Context: an optimization exercise on an open-source flow, tuned for a short achievable clock period and few clock cycles. The choices shown serve that exercise and are no tape-out recipe. Only the layout flow was run in this run; the RTL was not checked for function there. Power figures rest on the tool's default switching activity, not on a simulated workload.

--- flow/config.mk ---
export PLATFORM = sky130hd
export DESIGN_NAME = top
export DESIGN_NICKNAME = top
export VERILOG_FILES = /design/flow/design.v
export SDC_FILE = /design/flow/constraint.sdc
export NUM_CORES = 4
export LEC_CHECK = 0
export ABC_CLOCK_PERIOD_IN_PS = 2500
export CAP_MARGIN = 20
export CORE_MARGIN = 2
export CORE_UTILIZATION = 45
export SLEW_MARGIN = 20
--- flow/constraint.sdc ---
create_clock -name core_clock -period 10.0 [get_ports {clk}]
set_input_delay 2.0000 -clock core_clock [delete_from_list [all_inputs] [get_ports {clk}]]
set_output_delay 2.0000 -clock core_clock [all_outputs]
set_load 0.01 [all_outputs]
--- flow/design.v ---
package isa_pkg;
    typedef logic [15:0] word_t;
    typedef enum logic [3:0] {
        LDA    = 4'h0,
        STA    = 4'h1,
        ADD    = 4'h2,
        SUB    = 4'h3,
        AND_OP = 4'h4,
        LDI    = 4'h5,
        ADI    = 4'h6,
        JMP    = 4'h7,
        JZ     = 4'h8,
        HLT    = 4'h9
    } opcode_e;
    typedef struct packed {
        opcode_e     op;
        logic [11:0] addr;
    } mem_fmt_t;
    typedef struct packed {
        opcode_e            op;
        logic signed [11:0] imm;
    } imm_fmt_t;
    typedef union packed {
        mem_fmt_t mem;
        imm_fmt_t imm;
    } instr_u;
endpackage
package ctrl_pkg;
    typedef logic [63:0] sel_t;
    function automatic logic [63:0] window4(input logic [5:0] a);
        for (int i = 0; i < 64; i++) begin
            window4[i] = (6'(i) - a) < 6'd4;
        end
    endfunction
    function automatic logic [63:0] onehot(input logic [5:0] a);
        for (int i = 0; i < 64; i++) begin
            onehot[i] = (a == 6'(i));
        end
    endfunction
    function automatic logic [15:0] add16(input logic [15:0] a,
                                          input logic [15:0] b,
                                          input logic        cin);
        logic [15:0] p;
        logic [15:0] g;
        logic [15:0] gg;
        logic [15:0] pp;
        logic [15:0] gn;
        logic [15:0] pn;
        logic [15:0] c;
        p  = a ^ b;
        g  = a & b;
        gg = g;
        pp = p;
        gg[0] = g[0] | (p[0] & cin);
        for (int l = 0; l < 4; l++) begin
            gn = gg;
            pn = pp;
            for (int i = 0; i < 16; i++) begin
                if (i >= (1 << l)) begin
                    gn[i] = gg[i] | (pp[i] & gg[i - (1 << l)]);
                    pn[i] = pp[i] & pp[i - (1 << l)];
                end
            end
            gg = gn;
            pp = pn;
        end
        c[0] = cin;
        for (int i = 1; i < 16; i++) begin
            c[i] = gg[i-1];
        end
        add16 = p ^ c;
    endfunction
endpackage
`timescale 1ns/10ps
module alu (
    input  logic [3:0]     op,
    input  isa_pkg::word_t a,
    input  isa_pkg::word_t m,
    input  isa_pkg::word_t imm,
    output isa_pkg::word_t y,
    output logic           zero
);
    logic           sub;
    isa_pkg::word_t sum_m;
    isa_pkg::word_t sum_i;
    assign sub   = op[0];
    assign sum_m = ctrl_pkg::add16(a, m ^ {16{sub}}, sub);
    assign sum_i = ctrl_pkg::add16(a, imm, 1'b0);
    function automatic logic sum_zero(input isa_pkg::word_t a,
                                      input isa_pkg::word_t b);
        isa_pkg::word_t t;
        t[0] = !(a[0] ^ b[0]);
        for (int i = 1; i < 16; i++) begin
            t[i] = ((a[i] ^ b[i]) == (a[i-1] | b[i-1]));
        end
        sum_zero = &t;
    endfunction
    always_comb begin
        case (op)
            4'h0:    zero = (m == '0);
            4'h2:    zero = sum_zero(a, m);
            4'h3:    zero = (a == m);
            4'h4:    zero = ((a & m) == '0);
            4'h5:    zero = (imm == '0);
            4'h6:    zero = (sum_i == '0);
            default: zero = (a == '0);
        endcase
    end
    always_comb begin
        case (op)
            4'h0:       y = m;
            4'h2, 4'h3: y = sum_m;
            4'h4:       y = a & m;
            4'h5:       y = imm;
            4'h6:       y = sum_i;
            default:    y = a;
        endcase
    end
endmodule
`timescale 1ns/10ps
module instruction_memory (
    input  logic             clk,
    input  logic             we,
    input  logic [5:0]       waddr,
    input  isa_pkg::word_t   wdata,
    input  ctrl_pkg::sel_t   xt_win,
    input  ctrl_pkg::sel_t   yt_win,
    input  ctrl_pkg::sel_t   zt_win,
    input  ctrl_pkg::sel_t   sq_win,
    input  ctrl_pkg::sel_t   sq5_sel,
    output logic [3:0][15:0] xt_bank,
    output logic [3:0][15:0] yt_bank,
    output logic [3:0][15:0] zt_bank,
    output logic [3:0][15:0] sq_bank,
    output isa_pkg::word_t   sq5,
    output isa_pkg::word_t   w0,
    output isa_pkg::word_t   w1,
    output isa_pkg::word_t   w2
);
    isa_pkg::word_t mem [64];
    always_ff @(posedge clk) begin
        if (we) begin
            mem[waddr] <= wdata;
        end
    end
    always_comb begin
        for (int b = 0; b < 4; b++) begin
            xt_bank[b] = '0;
            yt_bank[b] = '0;
            zt_bank[b] = '0;
            sq_bank[b] = '0;
            for (int r = 0; r < 16; r++) begin
                xt_bank[b] = xt_bank[b] | (mem[4*r+b] & {16{xt_win[4*r+b]}});
                yt_bank[b] = yt_bank[b] | (mem[4*r+b] & {16{yt_win[4*r+b]}});
                zt_bank[b] = zt_bank[b] | (mem[4*r+b] & {16{zt_win[4*r+b]}});
                sq_bank[b] = sq_bank[b] | (mem[4*r+b] & {16{sq_win[4*r+b]}});
            end
        end
        sq5 = '0;
        for (int i = 0; i < 64; i++) begin
            sq5 = sq5 | (mem[i] & {16{sq5_sel[i]}});
        end
    end
    assign w0 = mem[0];
    assign w1 = mem[1];
    assign w2 = mem[2];
endmodule
`timescale 1ns/10ps
module data_memory (
    input  logic           clk,
    input  ctrl_pkg::sel_t we_sel,
    input  isa_pkg::word_t wdata,
    input  ctrl_pkg::sel_t core_sel,
    output isa_pkg::word_t core_rdata,
    input  logic [5:0]     host_addr,
    output isa_pkg::word_t host_rdata
);
    isa_pkg::word_t mem [64];
    isa_pkg::word_t core_or;
    isa_pkg::word_t host_or;
    ctrl_pkg::sel_t host_sel;
    assign host_sel = ctrl_pkg::onehot(host_addr);
    always_ff @(posedge clk) begin
        for (int i = 0; i < 64; i++) begin
            if (we_sel[i]) begin
                mem[i] <= wdata;
            end
        end
        host_rdata <= host_or;
    end
    always_comb begin
        core_or = '0;
        host_or = '0;
        for (int i = 0; i < 64; i++) begin
            core_or = core_or | (mem[i] & {16{core_sel[i]}});
            host_or = host_or | (mem[i] & {16{host_sel[i]}});
        end
    end
    assign core_rdata = core_or;
endmodule
`timescale 1ns/10ps
module datapath (
    input  logic            clk,
    input  logic            run,
    input  logic            busy,
    input  logic            clear,
    input  logic [3:0][15:0] xt_bank,
    input  logic [3:0][15:0] yt_bank,
    input  logic [3:0][15:0] zt_bank,
    input  logic [3:0][15:0] sq_bank,
    input  isa_pkg::word_t  sq5,
    input  isa_pkg::word_t  w0,
    input  isa_pkg::word_t  w1,
    input  isa_pkg::word_t  w2,
    input  isa_pkg::word_t  dmem_rdata,
    output ctrl_pkg::sel_t  xt_win,
    output ctrl_pkg::sel_t  yt_win,
    output ctrl_pkg::sel_t  zt_win,
    output ctrl_pkg::sel_t  sq_win,
    output ctrl_pkg::sel_t  sq5_sel,
    output ctrl_pkg::sel_t  opnd_sel,
    output logic            is_hlt,
    output logic            is_hlt_nxt,
    output logic            st_we,
    output isa_pkg::word_t  ac_out
);
    isa_pkg::word_t x;
    logic [5:0]     n;
    logic [5:0]     y_t;
    logic [5:0]     z_t;
    ctrl_pkg::sel_t x_sel;
    ctrl_pkg::sel_t xt_win_q;
    ctrl_pkg::sel_t yt_win_q;
    ctrl_pkg::sel_t zt_win_q;
    ctrl_pkg::sel_t sq_win_q;
    ctrl_pkg::sel_t sq5_q;
    logic [1:0]     xt_al;
    logic [1:0]     yt_al;
    logic [1:0]     zt_al;
    logic [1:0]     sq_al;
    logic x_jmp, x_jz, x_wa, x_hlt;
    logic y_jmp, y_jz, y_nop;
    logic z_jmp, z_jz, z_nop;
    isa_pkg::word_t ac;
    logic           zf;
    logic [3:0]     op;
    isa_pkg::word_t imm_ext;
    isa_pkg::word_t alu_y;
    logic           alu_zero;
    logic x_tk;
    logic ft;
    logic y_tk;
    logic y_nt;
    logic z_tk;
    logic z_nt;
    logic s_x, s_y, s_z, s_n1, s_n2, s_n3, s_0;
    isa_pkg::word_t xw [3];
    isa_pkg::word_t yw [3];
    isa_pkg::word_t zw [3];
    isa_pkg::word_t sw [5];
    isa_pkg::word_t p0;
    isa_pkg::word_t p1;
    isa_pkg::word_t p2;
    logic [5:0]     n_nxt;
    logic [5:0]     n_nxt1;
    logic [5:0]     n_nxt5;
    logic [3:0]     p0_op;
    logic [3:0]     p1_op;
    logic [3:0]     p2_op;
    assign op      = x[15:12];
    assign is_hlt  = x_hlt;
    assign imm_ext = {{4{x[11]}}, x[11:0]};
    assign x_tk = x_jmp || (x_jz && zf);
    assign ft   = run && !x_hlt && !x_tk;
    assign y_tk = y_jmp || (y_jz && !x_wa && zf);
    assign y_nt = y_nop || (y_jz && !x_wa && !zf);
    assign z_tk = z_jmp || (z_jz && !x_wa && zf);
    assign z_nt = z_nop || (z_jz && !x_wa && !zf);
    assign s_x  = run && x_tk;
    assign s_y  = ft && y_tk;
    assign s_z  = ft && y_nt && z_tk;
    assign s_n3 = ft && y_nt && z_nt;
    assign s_n2 = ft && y_nt && !z_tk && !z_nt;
    assign s_n1 = ft && !y_tk && !y_nt;
    assign s_0  = !run || x_hlt;
    always_comb begin
        for (int k = 0; k < 3; k++) begin
            xw[k] = xt_bank[2'(xt_al + 2'(k))];
            yw[k] = yt_bank[2'(yt_al + 2'(k))];
            zw[k] = zt_bank[2'(zt_al + 2'(k))];
        end
        for (int k = 0; k < 4; k++) begin
            sw[k] = sq_bank[2'(sq_al + 2'(k))];
        end
        sw[4] = sq5;
    end
    assign p0 = ({16{s_x}} & xw[0]) | ({16{s_y}} & yw[0]) | ({16{s_z}} & zw[0])
              | ({16{s_n1}} & sw[0]) | ({16{s_n2}} & sw[1]) | ({16{s_n3}} & sw[2])
              | ({16{s_0}} & w0);
    assign p1 = ({16{s_x}} & xw[1]) | ({16{s_y}} & yw[1]) | ({16{s_z}} & zw[1])
              | ({16{s_n1}} & sw[1]) | ({16{s_n2}} & sw[2]) | ({16{s_n3}} & sw[3])
              | ({16{s_0}} & w1);
    assign p2 = ({16{s_x}} & xw[2]) | ({16{s_y}} & yw[2]) | ({16{s_z}} & zw[2])
              | ({16{s_n1}} & sw[2]) | ({16{s_n2}} & sw[3]) | ({16{s_n3}} & sw[4])
              | ({16{s_0}} & w2);
    assign n_nxt = ({6{s_x}} & x[5:0]) | ({6{s_y}} & y_t) | ({6{s_z}} & z_t)
                 | ({6{s_n1}} & (n + 6'd1)) | ({6{s_n2}} & (n + 6'd2))
                 | ({6{s_n3}} & (n + 6'd3));
    assign n_nxt1 = n_nxt + 6'd1;
    assign n_nxt5 = n_nxt + 6'd5;
    assign p0_op = p0[15:12];
    assign p1_op = p1[15:12];
    assign p2_op = p2[15:12];
    assign is_hlt_nxt = (p0_op == 4'h9);
    always_ff @(posedge clk) begin
        x        <= p0;
        y_t      <= p1[5:0];
        z_t      <= p2[5:0];
        n        <= n_nxt;
        x_sel    <= ctrl_pkg::onehot(p0[5:0]);
        xt_win_q <= ctrl_pkg::window4(p0[5:0]);
        yt_win_q <= ctrl_pkg::window4(p1[5:0]);
        zt_win_q <= ctrl_pkg::window4(p2[5:0]);
        sq_win_q <= ctrl_pkg::window4(n_nxt1);
        sq5_q    <= ctrl_pkg::onehot(n_nxt5);
        xt_al    <= p0[1:0];
        yt_al    <= p1[1:0];
        zt_al    <= p2[1:0];
        sq_al    <= n_nxt1[1:0];
        x_jmp    <= (p0_op == 4'h7);
        x_jz     <= (p0_op == 4'h8);
        x_hlt    <= (p0_op == 4'h9);
        x_wa     <= (p0_op == 4'h0) || (p0_op == 4'h2) || (p0_op == 4'h3)
                 || (p0_op == 4'h4) || (p0_op == 4'h5) || (p0_op == 4'h6);
        y_jmp    <= (p1_op == 4'h7);
        y_jz     <= (p1_op == 4'h8);
        y_nop    <= (p1_op >= 4'ha);
        z_jmp    <= (p2_op == 4'h7);
        z_jz     <= (p2_op == 4'h8);
        z_nop    <= (p2_op >= 4'ha);
    end
    assign xt_win   = xt_win_q;
    assign yt_win   = yt_win_q;
    assign zt_win   = zt_win_q;
    assign sq_win   = sq_win_q;
    assign sq5_sel  = sq5_q;
    assign opnd_sel = x_sel;
    alu i_alu (
        .op   (op),
        .a    (ac),
        .m    (dmem_rdata),
        .imm  (imm_ext),
        .y    (alu_y),
        .zero (alu_zero)
    );
    always_ff @(posedge clk) begin
        if (clear) begin
            ac <= '0;
            zf <= 1'b1;
        end else if (busy) begin
            ac <= alu_y;
            zf <= alu_zero;
        end
    end
    assign st_we  = run && (op == 4'h1);
    assign ac_out = ac;
endmodule
`timescale 1ns/10ps
module control_unit (
    input  logic clk,
    input  logic rst_n,
    input  logic start,
    input  logic is_hlt,
    input  logic is_hlt_nxt,
    output logic run,
    output logic clear,
    output logic busy,
    output logic done
);
    logic done_q;
    logic run_nxt;
    logic done_q_nxt;
    assign clear = start && !busy;
    always_comb begin
        if (!rst_n) begin
            run_nxt    = 1'b0;
            done_q_nxt = 1'b0;
        end else if (clear) begin
            run_nxt    = 1'b1;
            done_q_nxt = 1'b0;
        end else if (run && is_hlt) begin
            run_nxt    = 1'b0;
            done_q_nxt = 1'b1;
        end else begin
            run_nxt    = run;
            done_q_nxt = done_q;
        end
    end
    always_ff @(posedge clk) begin
        run    <= run_nxt;
        done_q <= done_q_nxt;
        busy   <= run_nxt && !(is_hlt_nxt && !clear);
        done   <= done_q_nxt || (run_nxt && is_hlt_nxt && !clear);
    end
endmodule
`timescale 1ns/10ps
module core (
    input  logic           clk,
    input  logic           rst_n,
    input  logic           start,
    input  logic [3:0][15:0] xt_bank,
    input  logic [3:0][15:0] yt_bank,
    input  logic [3:0][15:0] zt_bank,
    input  logic [3:0][15:0] sq_bank,
    input  isa_pkg::word_t sq5,
    input  isa_pkg::word_t w0,
    input  isa_pkg::word_t w1,
    input  isa_pkg::word_t w2,
    input  isa_pkg::word_t dmem_rdata,
    output ctrl_pkg::sel_t xt_win,
    output ctrl_pkg::sel_t yt_win,
    output ctrl_pkg::sel_t zt_win,
    output ctrl_pkg::sel_t sq_win,
    output ctrl_pkg::sel_t sq5_sel,
    output ctrl_pkg::sel_t opnd_sel,
    output logic           st_we,
    output isa_pkg::word_t st_data,
    output logic           busy,
    output logic           done
);
    logic run;
    logic clear;
    logic is_hlt;
    logic is_hlt_nxt;
    control_unit i_ctrl (
        .clk        (clk),
        .rst_n      (rst_n),
        .start      (start),
        .is_hlt     (is_hlt),
        .is_hlt_nxt (is_hlt_nxt),
        .run        (run),
        .clear      (clear),
        .busy       (busy),
        .done       (done)
    );
    datapath i_dp (
        .clk        (clk),
        .run        (run),
        .busy       (busy),
        .clear      (clear),
        .xt_bank    (xt_bank),
        .yt_bank    (yt_bank),
        .zt_bank    (zt_bank),
        .sq_bank    (sq_bank),
        .sq5        (sq5),
        .w0         (w0),
        .w1         (w1),
        .w2         (w2),
        .dmem_rdata (dmem_rdata),
        .xt_win     (xt_win),
        .yt_win     (yt_win),
        .zt_win     (zt_win),
        .sq_win     (sq_win),
        .sq5_sel    (sq5_sel),
        .opnd_sel   (opnd_sel),
        .is_hlt     (is_hlt),
        .is_hlt_nxt (is_hlt_nxt),
        .st_we      (st_we),
        .ac_out     (st_data)
    );
endmodule
`timescale 1ns/10ps
module top #(
    parameter int IMEM_AW = 6,
    parameter int DMEM_AW = 6
) (
    input  logic               clk,
    input  logic               rst_n,
    input  logic               start,
    input  logic               host_imem_sel,
    input  logic               host_we,
    input  logic [15:0]        host_addr,
    input  logic [15:0]        host_data,
    input  isa_pkg::word_t     host_rd_addr,
    output isa_pkg::word_t     host_rd_data,
    output logic               busy,
    output logic               done
);
    logic [3:0][15:0] xt_bank;
    logic [3:0][15:0] yt_bank;
    logic [3:0][15:0] zt_bank;
    logic [3:0][15:0] sq_bank;
    isa_pkg::word_t sq5;
    ctrl_pkg::sel_t xt_win;
    ctrl_pkg::sel_t yt_win;
    ctrl_pkg::sel_t zt_win;
    ctrl_pkg::sel_t sq_win;
    ctrl_pkg::sel_t sq5_sel;
    isa_pkg::word_t w0;
    isa_pkg::word_t w1;
    isa_pkg::word_t w2;
    isa_pkg::word_t dmem_rdata;
    ctrl_pkg::sel_t opnd_sel;
    logic           st_we;
    isa_pkg::word_t st_data;
    logic           host_dmem_we;
    ctrl_pkg::sel_t dmem_we_sel;
    isa_pkg::word_t dmem_wdata;
    core i_core (
        .clk        (clk),
        .rst_n      (rst_n),
        .start      (start),
        .xt_bank    (xt_bank),
        .yt_bank    (yt_bank),
        .zt_bank    (zt_bank),
        .sq_bank    (sq_bank),
        .sq5        (sq5),
        .w0         (w0),
        .w1         (w1),
        .w2         (w2),
        .dmem_rdata (dmem_rdata),
        .xt_win     (xt_win),
        .yt_win     (yt_win),
        .zt_win     (zt_win),
        .sq_win     (sq_win),
        .sq5_sel    (sq5_sel),
        .opnd_sel   (opnd_sel),
        .st_we      (st_we),
        .st_data    (st_data),
        .busy       (busy),
        .done       (done)
    );
    instruction_memory i_imem (
        .clk   (clk),
        .we    (host_we && host_imem_sel),
        .waddr (host_addr[IMEM_AW-1:0]),
        .wdata (host_data),
        .xt_win  (xt_win),
        .yt_win  (yt_win),
        .zt_win  (zt_win),
        .sq_win  (sq_win),
        .sq5_sel (sq5_sel),
        .xt_bank (xt_bank),
        .yt_bank (yt_bank),
        .zt_bank (zt_bank),
        .sq_bank (sq_bank),
        .sq5     (sq5),
        .w0      (w0),
        .w1      (w1),
        .w2      (w2)
    );
    assign host_dmem_we = host_we && !host_imem_sel && !busy;
    assign dmem_we_sel  = ({64{st_we}} & opnd_sel)
                        | ({64{host_dmem_we}} & ctrl_pkg::onehot(host_addr[DMEM_AW-1:0]));
    assign dmem_wdata   = st_we ? st_data : host_data;
    data_memory i_dmem (
        .clk        (clk),
        .we_sel     (dmem_we_sel),
        .wdata      (dmem_wdata),
        .core_sel   (opnd_sel),
        .core_rdata (dmem_rdata),
        .host_addr  (host_rd_addr[DMEM_AW-1:0]),
        .host_rdata (host_rd_data)
    );
endmodule
--- flow/standard.sh ---
#!/bin/bash
# synth_recipe.tcl (not shown) runs the flow's synth.tcl, then flattens the netlist and writes it again
# the make line also repeats each setting of config.mk as NAME=value (left out here)
make -C /OpenROAD-flow-scripts/flow DESIGN_CONFIG=/design/flow/config.mk WORK_HOME=/design/flow/orfs CLKGATE_MAP_FILE= SYNTH_SCRIPT=/design/flow/synth_recipe.tcl "${@:-finish}"
--- flow/flow/run.sh ---
#!/bin/bash
set -euo pipefail
cd "$(dirname "$0")/.."
export SETUP_SLACK_MARGIN=6.6
export ADDER_MAP_FILE=
bash standard.sh > standard.log 2>&1
==> notes.md <==
## how the worst max path moves through the flow
stage / startpoint / end / cells after the start
2_1_floorplan: host_imem_sel / i_imem.mem[58][0] / 4
3_3_place_gp: host_addr[3] / i_imem.mem[24][7] / 3
3_5_place_dp: host_addr[3] / i_imem.mem[24][8] / 3
4_1_cts: i_core.i_dp.x_sel[34] / i_core.i_dp.ac[14] / 14
## through the flow
stage	setup slack, ns	total power, uW	instances	util (%)
after floorplan	6.32	21200	9974	-
after global placement	4.03	30000	13200	48.4
after detailed placement	4.05	30100	13200	48.4
after CTS	6.04	44800	14600	57.8
## Yosys cell counts (55+ instances only)
master / count / area, um2
a21oi_1: 110 / 551
a221oi_1: 1067 / 9350
a222oi_1: 75 / 751
a22o_1: 1100 / 9630
a22oi_1: 1153 / 8660
buf_2: 55 / 275
clkbuf_1: 898 / 3370
dfxtp_1: 467 / 9350
edfxtp_1: 2048 / 61500
mux2i_1: 166 / 1660
nand2_1: 311 / 1170
nand3_1: 388 / 1940
nand4_1: 325 / 2030
nor2_1: 775 / 2910
nor3_1: 89 / 445
o21ai_0: 111 / 556
xnor2_1: 80 / 701
## repair_timing
item | CTS
gates resized for setup | 1653
gates cloned | 7
pin swaps | 403
endpoints found under the setup margin | 2846
buffers inserted | 910
endpoints found under the hold margin | 0
## power by group through the flow
| stage | logic (uW) | clock network [uW] | registers (uW) |
|---|---|---|---|
| floorplan | 9080 | 0 | 12100 |
| global placement | 17100 | 0 | 12900 |
| detailed placement | 17100 | 0 | 13000 |
| CTS | 21400 | 10700 | 12700 |
## routing by layer
layer	GRT overflow	global-route usage [%]
met5	0	48.8
met4	1	69.1
met3	0	68.1
met2	3	87.4
met1	0	77.3
## cells by family after synthesis
logic type | after synthesis | share of synthesized area (%)
AOI/OAI and AO/OA | 3891 | 26.2
DFF | 2515 | 58.6
and+or+nand+nor | 2178 | 8.66
buffers and inverters | 1047 | 3.32
muxes | 235 | 2.39
xor gates and xnor gates | 100 | 0.730
adders and majority gates | 8 | 0.0683
==> notes.md <==
sequential area share after synthesis 58.6%; H-tree Lvls 5; Fail Step global routing; routability cong. 1.26; number of flops mapped to enable cells by yosys 2048; Die Span X 522 um; Err [ERROR GRT-0232] Routing congestion too high. Check the congestion heatmap in the GUI.; Gate Count Post-Synth 9974; CTS buffer count 281; clock buffer depth 4; io pins 71; placed inst area 130000 um2; Post-Syn Area per Cell 12.1 um2; IO buf count 50; ys flop type edfxtp_1; synthesized flop and latch total approximately 2500; hpwl dp around 600 mm; Sink Count 2515; largest net degree at the start of global routing 70; syn_nets 10000; row count 190; outcome stopped before the end; CTS Root Buffer Type clkbuf_16; Tot GR Track Use 76.3%; Post-Syn Area about 120000 um2; Initial Util 45.2%; Yosys Warn Count 11; CTS Hold Bufs 0; unique cell type count in the Yosys netlist 89; ys async rst share 0%; total gr overflow 4; Die Y between 500 and 600 um
